Source: an optimization exercise on an open RTL-to-GDS flow (aim: small area and a short achievable clock period). Production flows keep margins and buffers that such runs may drop. In this exercise RTL edits were held to simulation tests only and were not proved equivalent to the original. Power is estimated from default activity; no workload was simulated.

===== flow/constraint.sdc =====
create_clock -name core_clock -period 7.0 [get_ports {dsp_clk}]
set_input_delay 1.4000 -clock core_clock [delete_from_list [all_inputs] [get_ports {dsp_clk}]]
set_output_delay 1.4000 -clock core_clock [all_outputs]
set_load 0.01 [all_outputs]

===== flow/design.v =====
package wifire_pkg;
  localparam logic [8:0] WF_W_LEN     = 9'd0;
  localparam logic [8:0] WF_W_FCTRL   = 9'd1;
  localparam logic [8:0] WF_W_SEQNO   = 9'd2;
  localparam logic [8:0] WF_W_DST_PAN = 9'd3;
  localparam logic [8:0] WF_W_DST_HI  = 9'd4;
  localparam logic [8:0] WF_W_DST_LO  = 9'd5;
  localparam logic [8:0] WF_W_SRC_PAN = 9'd6;
  localparam logic [8:0] WF_W_SRC_HI  = 9'd7;
  localparam logic [8:0] WF_W_SRC_LO  = 9'd8;
  localparam logic [8:0] WF_W_SFD_HI  = 9'd9;
  localparam logic [8:0] WF_W_SFD_LO  = 9'd10;
  localparam logic [8:0] WF_W_NBYTES  = 9'd11;
  localparam logic [8:0] WF_W_TIME_HI = 9'd12;
  localparam logic [8:0] WF_W_TIME_LO = 9'd13;
  localparam logic [8:0] WF_W_STATUS  = 9'd14;
  localparam int WF_S_CTRL    = 0;
  localparam int WF_S_POP     = 1;
  localparam int WF_S_OVF_CLR = 2;
  localparam int WF_S_TIME_HI = 3;
  localparam int WF_S_TIME_LO = 4;
  typedef logic [1:0] wf_state_t;
  localparam wf_state_t ST_IDLE     = 2'd0;
  localparam wf_state_t ST_WAIT_HDR = 2'd1;
  localparam wf_state_t ST_CAPTURE  = 2'd2;
  localparam wf_state_t ST_DROP     = 2'd3;
  typedef struct packed {
    logic [6:0]  len;
    logic [15:0] frame_ctrl;
    logic [7:0]  seqno;
    logic [15:0] dst_pan;
    logic [63:0] dst_addr;
    logic [15:0] src_pan;
    logic [63:0] src_addr;
    logic [63:0] sfd_tics;
    logic [15:0] nbytes;
    logic        trunc;
  } wf_hdr_t;
  localparam int WF_HDR_W = 7 + 16 + 8 + 16 + 64 + 16 + 64 + 64 + 16 + 1;
endpackage
module wifire_msdu_ram #(
  parameter int NSLOTS     = 4,
  parameter int MSDU_DEPTH = 128,
  parameter int TW         = $clog2(NSLOTS * MSDU_DEPTH)
) (
  input  logic          dsp_clk,
  input  logic          we_i,
  input  logic [TW-1:0] waddr_i,
  input  logic [7:0]    wdata_i,
  input  logic [TW-3:0] raddr_i,
  output logic [31:0]   rdata_o
);
  localparam int ROWS = NSLOTS * MSDU_DEPTH / 4;
  for (genvar b = 0; b < 4; b++) begin : g_bank
    logic [7:0] mem_q [ROWS];
    logic [7:0] rd_q;
    always_ff @(posedge dsp_clk) begin
      if (we_i && waddr_i[1:0] == 2'(b)) mem_q[waddr_i[TW-1:2]] <= wdata_i;
      rd_q <= mem_q[raddr_i];
    end
    assign rdata_o[8*b +: 8] = rd_q;
  end
endmodule
module wifire_rx_queue #(
  parameter int BASE       = 0,
  parameter int NSLOTS     = 4,
  parameter int MSDU_DEPTH = 128
) (
  input  logic        dsp_clk,
  input  logic        reset,
  input  logic        set_stb,
  input  logic [7:0]  set_addr,
  input  logic [31:0] set_data,
  input  logic        sfd_i,
  input  logic        hdr_valid_i,
  input  logic        msdu_valid_i,
  input  logic [6:0]  len_i,
  input  logic [15:0] frame_ctrl_i,
  input  logic [7:0]  seqno_i,
  input  logic [15:0] dst_pan_i,
  input  logic [15:0] src_pan_i,
  input  logic [63:0] dst_addr_i,
  input  logic [63:0] src_addr_i,
  input  logic [7:0]  msdu_i,
  input  logic [7:0]  msdu_pos_i,
  input  logic        msdu_stb_i,
  input  logic        wb_stb_i,
  input  logic        wb_we_i,
  input  logic [15:0] wb_adr_i,
  output logic [31:0] wb_dat_o,
  output logic        wb_ack_o,
  output logic        irq_o,
  output logic        irq_ovf_o
);
  localparam int PW = $clog2(NSLOTS);
  localparam int CW = $clog2(NSLOTS) + 1;
  localparam int AW = $clog2(MSDU_DEPTH);
  localparam int TW = PW + AW;
  localparam logic [31:0] DEPTH32 = 32'(MSDU_DEPTH);
  localparam logic [7:0] A_CTRL = 8'(BASE + wifire_pkg::WF_S_CTRL);
  localparam logic [7:0] A_POP  = 8'(BASE + wifire_pkg::WF_S_POP);
  localparam logic [7:0] A_OVF  = 8'(BASE + wifire_pkg::WF_S_OVF_CLR);
  localparam logic [7:0] A_THI  = 8'(BASE + wifire_pkg::WF_S_TIME_HI);
  localparam logic [7:0] A_TLO  = 8'(BASE + wifire_pkg::WF_S_TIME_LO);
  wifire_pkg::wf_state_t   state_q, state_d;
  logic        enable_q, enable_d, filter_en_q, filter_en_d;
  logic [15:0] my_pan_q, my_pan_d, ovf_cnt_q, ovf_cnt_d, nbytes_q, nbytes_d;
  logic [63:0] time_q, time_d, sfd_tics_q, sfd_tics_d;
  logic        hdr_valid_q, msdu_valid_q, irq_ovf_q, irq_ovf_d, trunc_q, trunc_d;
  logic [PW-1:0] wr_ptr_q, wr_ptr_d, rd_ptr_q, rd_ptr_d;
  logic [CW-1:0] count_q, count_d;
  localparam int HW = wifire_pkg::WF_HDR_W;
  logic [NSLOTS-1:0][HW-1:0] slots_q, slots_d;
  logic        ack_q, ack_d, msdu_sel_q, msdu_sel_d;
  logic [31:0] hdr_dat_q, hdr_dat_d, hdr_word, ram_rdata;
  logic        hdr_we, fin_we;
  logic        hdr_rise, msdu_fall, full, empty, pop, commit, ovf_inc, ram_we;
  logic [15:0] pos1;
  logic [8:0]  wb_word;
  logic [TW-1:0] waddr, byte_ra;
  wifire_pkg::wf_hdr_t     head;
  logic        unused_bits;
  assign hdr_rise  = hdr_valid_i & ~hdr_valid_q;
  assign msdu_fall = msdu_valid_q & ~msdu_valid_i;
  assign full      = count_q == CW'(NSLOTS);
  assign empty     = count_q == '0;
  assign pop       = set_stb && set_addr == A_POP && !empty;
  assign pos1      = 16'(msdu_pos_i) + 16'd1;
  assign waddr     = {wr_ptr_q, AW'(msdu_pos_i)};
  assign wb_word   = wb_adr_i[10:2];
  assign byte_ra   = {rd_ptr_q, AW'({wb_word, 2'b00})};
  assign unused_bits = ^{wb_adr_i[15:12], wb_adr_i[1:0], byte_ra[1:0]};
  always_comb begin
    state_d     = state_q;
    enable_d    = enable_q;
    filter_en_d = filter_en_q;
    my_pan_d    = my_pan_q;
    time_d      = time_q + 64'd1;
    if (set_stb && set_addr == A_THI) time_d[63:32] = set_data;
    if (set_stb && set_addr == A_TLO) time_d[31:0] = set_data;
    sfd_tics_d  = sfd_i ? time_q : sfd_tics_q;
    irq_ovf_d   = 1'b0;
    trunc_d     = trunc_q;
    nbytes_d    = nbytes_q;
    slots_d     = slots_q;
    commit      = 1'b0;
    ovf_inc     = 1'b0;
    ram_we      = 1'b0;
    hdr_we      = 1'b0;
    fin_we      = 1'b0;
    if (set_stb && set_addr == A_CTRL) begin
      enable_d    = set_data[0];
      filter_en_d = set_data[1];
      my_pan_d    = set_data[31:16];
    end
    if (!enable_q) state_d = wifire_pkg::ST_IDLE;
    else if (sfd_i) state_d = wifire_pkg::ST_WAIT_HDR;
    else begin
      case (state_q)
        wifire_pkg::ST_WAIT_HDR: if (hdr_rise) begin
          if (full || (filter_en_q && dst_pan_i != my_pan_q && dst_pan_i != 16'hFFFF)) begin
            state_d   = wifire_pkg::ST_DROP;
            irq_ovf_d = 1'b1;
            ovf_inc   = full;
          end else begin
            state_d  = wifire_pkg::ST_CAPTURE;
            trunc_d  = 1'b0;
            nbytes_d = '0;
            hdr_we   = 1'b1;
          end
        end
        wifire_pkg::ST_CAPTURE: begin
          if (msdu_stb_i) begin
            if ({24'b0, msdu_pos_i} < DEPTH32) begin
              ram_we = 1'b1;
              if (pos1 > nbytes_q) nbytes_d = pos1;
            end else trunc_d = 1'b1;
          end
          if (msdu_fall) begin
            commit  = 1'b1;
            state_d = wifire_pkg::ST_IDLE;
            fin_we  = 1'b1;
          end
        end
        wifire_pkg::ST_DROP: if (msdu_fall) state_d = wifire_pkg::ST_IDLE;
        default: ;
      endcase
    end
    for (int i = 0; i < NSLOTS; i++) begin
      if (wr_ptr_q == PW'(i)) begin
        if (hdr_we) slots_d[i] = {len_i, frame_ctrl_i, seqno_i, dst_pan_i, dst_addr_i, src_pan_i,
                                  src_addr_i, sfd_tics_q, 16'd0, 1'b0};
        if (fin_we) slots_d[i][16:0] = {nbytes_d, trunc_d};
      end
    end
    wr_ptr_d = wr_ptr_q + PW'(commit);
    rd_ptr_d = rd_ptr_q + PW'(pop);
    count_d  = count_q + CW'(commit) - CW'(pop);
    if (set_stb && set_addr == A_OVF) ovf_cnt_d = '0;
    else if (ovf_inc && ovf_cnt_q != 16'hFFFF) ovf_cnt_d = ovf_cnt_q + 16'd1;
    else ovf_cnt_d = ovf_cnt_q;
  end
  always_comb begin
    head     = slots_q[rd_ptr_q];
    hdr_word = '0;
    case (wb_word)
      wifire_pkg::WF_W_LEN:     hdr_word = 32'(head.len);
      wifire_pkg::WF_W_FCTRL:   hdr_word = 32'(head.frame_ctrl);
      wifire_pkg::WF_W_SEQNO:   hdr_word = 32'(head.seqno);
      wifire_pkg::WF_W_DST_PAN: hdr_word = 32'(head.dst_pan);
      wifire_pkg::WF_W_DST_HI:  hdr_word = head.dst_addr[63:32];
      wifire_pkg::WF_W_DST_LO:  hdr_word = head.dst_addr[31:0];
      wifire_pkg::WF_W_SRC_PAN: hdr_word = 32'(head.src_pan);
      wifire_pkg::WF_W_SRC_HI:  hdr_word = head.src_addr[63:32];
      wifire_pkg::WF_W_SRC_LO:  hdr_word = head.src_addr[31:0];
      wifire_pkg::WF_W_SFD_HI:  hdr_word = head.sfd_tics[63:32];
      wifire_pkg::WF_W_SFD_LO:  hdr_word = head.sfd_tics[31:0];
      wifire_pkg::WF_W_NBYTES:  hdr_word = {15'b0, head.trunc, head.nbytes};
      wifire_pkg::WF_W_TIME_HI: hdr_word = time_q[63:32];
      wifire_pkg::WF_W_TIME_LO: hdr_word = time_q[31:0];
      wifire_pkg::WF_W_STATUS:  hdr_word = {ovf_cnt_q, 3'b0, 5'(count_q), 6'b0, full, empty};
      default:      ;
    endcase
    if (empty && wb_word <= wifire_pkg::WF_W_NBYTES) hdr_word = '0;
    ack_d      = wb_stb_i & ~ack_q;
    hdr_dat_d  = (wb_stb_i && !wb_we_i) ? hdr_word : '0;
    msdu_sel_d = wb_stb_i & ~wb_we_i & wb_adr_i[11];
  end
  always_ff @(posedge dsp_clk) begin
    if (reset) begin
      state_q      <= wifire_pkg::ST_IDLE;
      enable_q     <= 1'b0;
      filter_en_q  <= 1'b0;
      my_pan_q     <= '0;
      time_q       <= '0;
      sfd_tics_q   <= '0;
      hdr_valid_q  <= 1'b0;
      msdu_valid_q <= 1'b0;
      irq_ovf_q    <= 1'b0;
      trunc_q      <= 1'b0;
      nbytes_q     <= '0;
      wr_ptr_q     <= '0;
      rd_ptr_q     <= '0;
      count_q      <= '0;
      ovf_cnt_q    <= '0;
      slots_q      <= '0;
      ack_q        <= 1'b0;
      msdu_sel_q   <= 1'b0;
      hdr_dat_q    <= '0;
    end else begin
      state_q      <= state_d;
      enable_q     <= enable_d;
      filter_en_q  <= filter_en_d;
      my_pan_q     <= my_pan_d;
      time_q       <= time_d;
      sfd_tics_q   <= sfd_tics_d;
      hdr_valid_q  <= hdr_valid_i;
      msdu_valid_q <= msdu_valid_i;
      irq_ovf_q    <= irq_ovf_d;
      trunc_q      <= trunc_d;
      nbytes_q     <= nbytes_d;
      wr_ptr_q     <= wr_ptr_d;
      rd_ptr_q     <= rd_ptr_d;
      count_q      <= count_d;
      ovf_cnt_q    <= ovf_cnt_d;
      slots_q      <= slots_d;
      ack_q        <= ack_d;
      msdu_sel_q   <= msdu_sel_d;
      hdr_dat_q    <= hdr_dat_d;
    end
  end
  wifire_msdu_ram #(.NSLOTS(NSLOTS), .MSDU_DEPTH(MSDU_DEPTH), .TW(TW)) u_ram (
    .dsp_clk (dsp_clk),
    .we_i    (ram_we),
    .waddr_i (waddr),
    .wdata_i (msdu_i),
    .raddr_i (byte_ra[TW-1:2]),
    .rdata_o (ram_rdata)
  );
  assign wb_dat_o  = ack_q ? (msdu_sel_q ? ram_rdata : hdr_dat_q) : '0;
  assign wb_ack_o  = ack_q;
  assign irq_o     = !empty;
  assign irq_ovf_o = irq_ovf_q;
endmodule

===== flow/config.mk =====
export PLATFORM = sky130hd
export DESIGN_NAME = wifire_rx_queue
export DESIGN_NICKNAME = wifire_rx_queue
export VERILOG_FILES = /design/flow/design.v
export SDC_FILE = /design/flow/constraint.sdc
export NUM_CORES = 4
export LEC_CHECK = 0
export CAP_MARGIN = 20
export CORE_MARGIN = 2
export CORE_UTILIZATION = 40
export SLEW_MARGIN = 20

===== flow/run.sh =====
#!/bin/bash
# synth_recipe.tcl (not shown) runs the flow's synth.tcl, then flattens the netlist and writes it again
# the make line also repeats each setting of config.mk as NAME=value (left out here)
make -C /OpenROAD-flow-scripts/flow DESIGN_CONFIG=/design/flow/config.mk WORK_HOME=/design/flow/orfs CLKGATE_MAP_FILE= SYNTH_SCRIPT=/design/flow/synth_recipe.tcl finish

==> results.txt <==
final cells by class:
class,instances,share of cell area (%)
inverters,37,0.0591
well taps,7020,3.61
clock inverters,277,1.13
flip-flops and latches,5441,61.5
clock buffers,746,6.35
multi-input cells,7384,24.8
repair buffers,565,2.49
diodes,36,0.0370
Yosys cell counts (32+ instances only):
master | number | area [um2]
a211oi_1 | 70 | 526
nor2_1 | 785 | 2950
nor2b_1 | 66 | 413
o311ai_0 | 32 | 280
a31oi_1 | 34 | 213
xor2_1 | 60 | 526
nand2_1 | 2335 | 8760
inv_1 | 35 | 131
a22o_1 | 101 | 885
nand4_1 | 93 | 582
clkbuf_1 | 564 | 2120
nor3_1 | 61 | 305
dfxtp_1 | 1345 | 26900
a22oi_1 | 472 | 3540
mux2i_1 | 403 | 4030
nand3_1 | 170 | 851
edfxtp_1 | 4096 | 123000
buf_6 | 34 | 383
mux4_2 | 1232 | 27700
o21ai_0 | 78 | 390
buf_1 | 69 | 259
buf_2 | 256 | 1280
a21oi_1 | 1088 | 5450
o211ai_1 | 33 | 248
where the power goes:
part	switching (mW)	total, mW	internal [mW]
logic	1.65	2.56	0.904
registers	0.0305	34.7	34.7
clock network	12.8	29.7	16.9
per-stage QoR:
stage                     worst slack [ps]  utilization (%)  cells
after global placement                1110             42.2  20400
after detailed placement              1110             42.3  20400
after CTS                             1400             45.7  21500
after global routing                  1320             45.7  21500
final                                 1440             45.7  21500
after floorplan                       2470                -  13800
kinds of logic (layout without fill, tap and decap cells):
family          count (synthesis)  count (layout)  share of synthesized area, %
compound gates               1993            1993                          5.73
xor+xnor                       91              91                         0.372
fa+ha+maj                      24              24                         0.144
buf+inv                       990            1625                          2.05
flops                        5441            5441                          70.0
mux                          1635            1635                          14.8
other cells                     0              36                             0
simple gates                 3641            3641                          6.91
worst min-delay path, cell delays in order (launching register included):
cell and delay, ps:
dfxtp_1 300, nand2_1 50, a21oi_1 50
path summary, 6_finish.rpt:
check | endpoint | cells past startpoint | slack, ps
worst max-delay path | wb_dat_o[18] | 4 | 1440
worst min-delay path | slots_q[1038] | 2 | 450
worst max register to register | u_ram.g_bank[0].rd_q[4] | 9 | 2950
worst min register to register | slots_q[1038] | 2 | 450
layer usage:
layer  vias to the layer above  track usage [%]
li1                      53400                -
met1                     64600             30.5
met2                      5157             34.8
met3                       895             4.54
met4                        22             7.57
met5                         -                0
registers in the layout, indices dropped and copies added, names as in the netlist, 2 cells and up:
name / count
u_ram.g_bank.mem_q: 4096
slots_q: 1088
sfd_tics_q: 64
time_q: 64
hdr_dat_q: 32
u_ram.g_bank.rd_q: 32
my_pan_q: 16
nbytes_q: 16
ovf_cnt_q: 16
count_q: 3
rd_ptr_q: 2
state_q: 2
wr_ptr_q: 2
layout by cell type, fill, tap and decap left out, drive strengths merged, types with 93 or more instances in the layout:
master,netlist,final
edfxtp,4096,4096
a22o,101,101
dfxtp,1345,1345
nor2,790,790
mux4,1232,1232
nand4,93,93
a21oi,1088,1088
a22oi,473,473
mux2i,403,403
nand3,171,171
nand2,2335,2335
buf,387,280
clkbuf,566,746
clkdlybuf4s50,0,285
clkinv,1,208
==> results.txt <==
status finished clean; Worst setup EP type output pin; layout cells sized above 1 16.6%; VDD IR max 271 uV; worst-path cell chain buf_4 -> mux2i_1 -> nor2b_1 -> clkdlybuf4s50_1; Die ar. 542000 um2; HPWL Detailed 391 mm; Cells after Synth 13.8k; # clock sinks 5441; hold buffer count at CTS 0; first-pass GRT wire length 877 mm; syn_area_per_cell 15.5 um2; Detailed Routing Iterations Pass 1 6; Pleak 75.0 nW; worst path buffer plus inverter count 2; hold path startpoint slots_q[1038]; I/O Pins 307; Seq/Total Area, Yosys 70.0%; Setup TNS 0 ps; DRC 0; CTS HTree Levels 6; Nets 14.3k; FF+latch area 150000 um2; ANT nets after route 0; clock latency (worst-skew pair) 1120 ps; area delta synth->final 13.7%; metal3 WL 51.7 mm; cell area after synthesis 214000 um2; CTS resizes 0; CP Data Arrival Time 4160 ps; WP data required 5600 ps; Port Buf Inserts 300; drt total wl 617 mm; DRT iter0 DRCs 14.0k; slowest CP cell nor2b_1; hold_ws 448 ps; maxcap violations 0; total gr overflow 0; met2 wire len 288 mm; CP startpoint kind register; Synth Flop Type edfxtp_1; mean routed wirelength per cell 28.7 um; antenna violations before repair 59; FP Rows 268; min-delay worst type reg -> reg; Setup violations, final 0; die height 736 um; pwr dens 275 nW/um2; max layer used met5; Num CTS Buffers 568; Pwr Total 67.0 mW; Crit path max-delay family buffers and inverters; placed cell area 225000 um2; Setup Skew 102 ps; Netlist cell types 72; Post-synth EDFFs 4096; Fmax 180 MHz; register bit total from synthesis 5441; relative slew slack 16.7%; Worst path max stage delay 880 ps; CP startpoint msdu_sel_q; WS Path Type reg -> out; FFs w/ async S/R, synth 0%; vias in the first global route 120k; via count 124k; Final min period 5560 ps; fin area 244000 um2; largest net degree at the start of global routing 213; CTS Buffer Depth 4; Critical R2R Launch rd_ptr_q[1]; critical-path maximum fanout 18; vias per cell 5.77; Die X-Extent 736 um; GPL Wtd Cong 0.862; GRT Overall Usage 22.1%; Slew Viols, Final 0; RSZ-0062 raised after global routing no; Reg clk slew, reported paths 60 ps; Starting Density 40.2%; Root Driver clkbuf_16; Synth Net Count 14.1k; synth warn 2; CTS tree yes; Tightest Pin Transition 1250 ps; Final Hold Violating Endpoints 0; Core Area 533000 um2; period utilization 79.4%; # Post-CTS Setup Buffers 0; M1 wire length 254 mm; Multi-input gate area 60400 um2; Layout fillers 46.0k

-- separate check: timing with driven ports --
The results above use ideal ports. As a check the final layout listed here was re-extracted and re-timed, cells and wires unchanged. Step 1 sets driving cells, clkbuf_16 on the clock port and buf_2 on the other inputs (assumed; they add their load-dependent delay and slew). Step 2 times the ports against the registers' clock, not the clock port: input delays grow and output delays shrink by t, the midpoint of the rising clock arrivals with the driver on. Three values: ideal, step 1, step 2; two values: the first two.
shift t [ns]: 1.196
setup slack, ns: 1.443 / 1.322 / 0.815
worst setup path at the end: input to register
worst data-port slew with drivers (ns): 0.40
pins driven straight from the clock port: 1
After both steps setup and hold are still met in this run. The setup slack of this run moves by -0.121 ns with the drivers and by -0.628 ns with both steps.
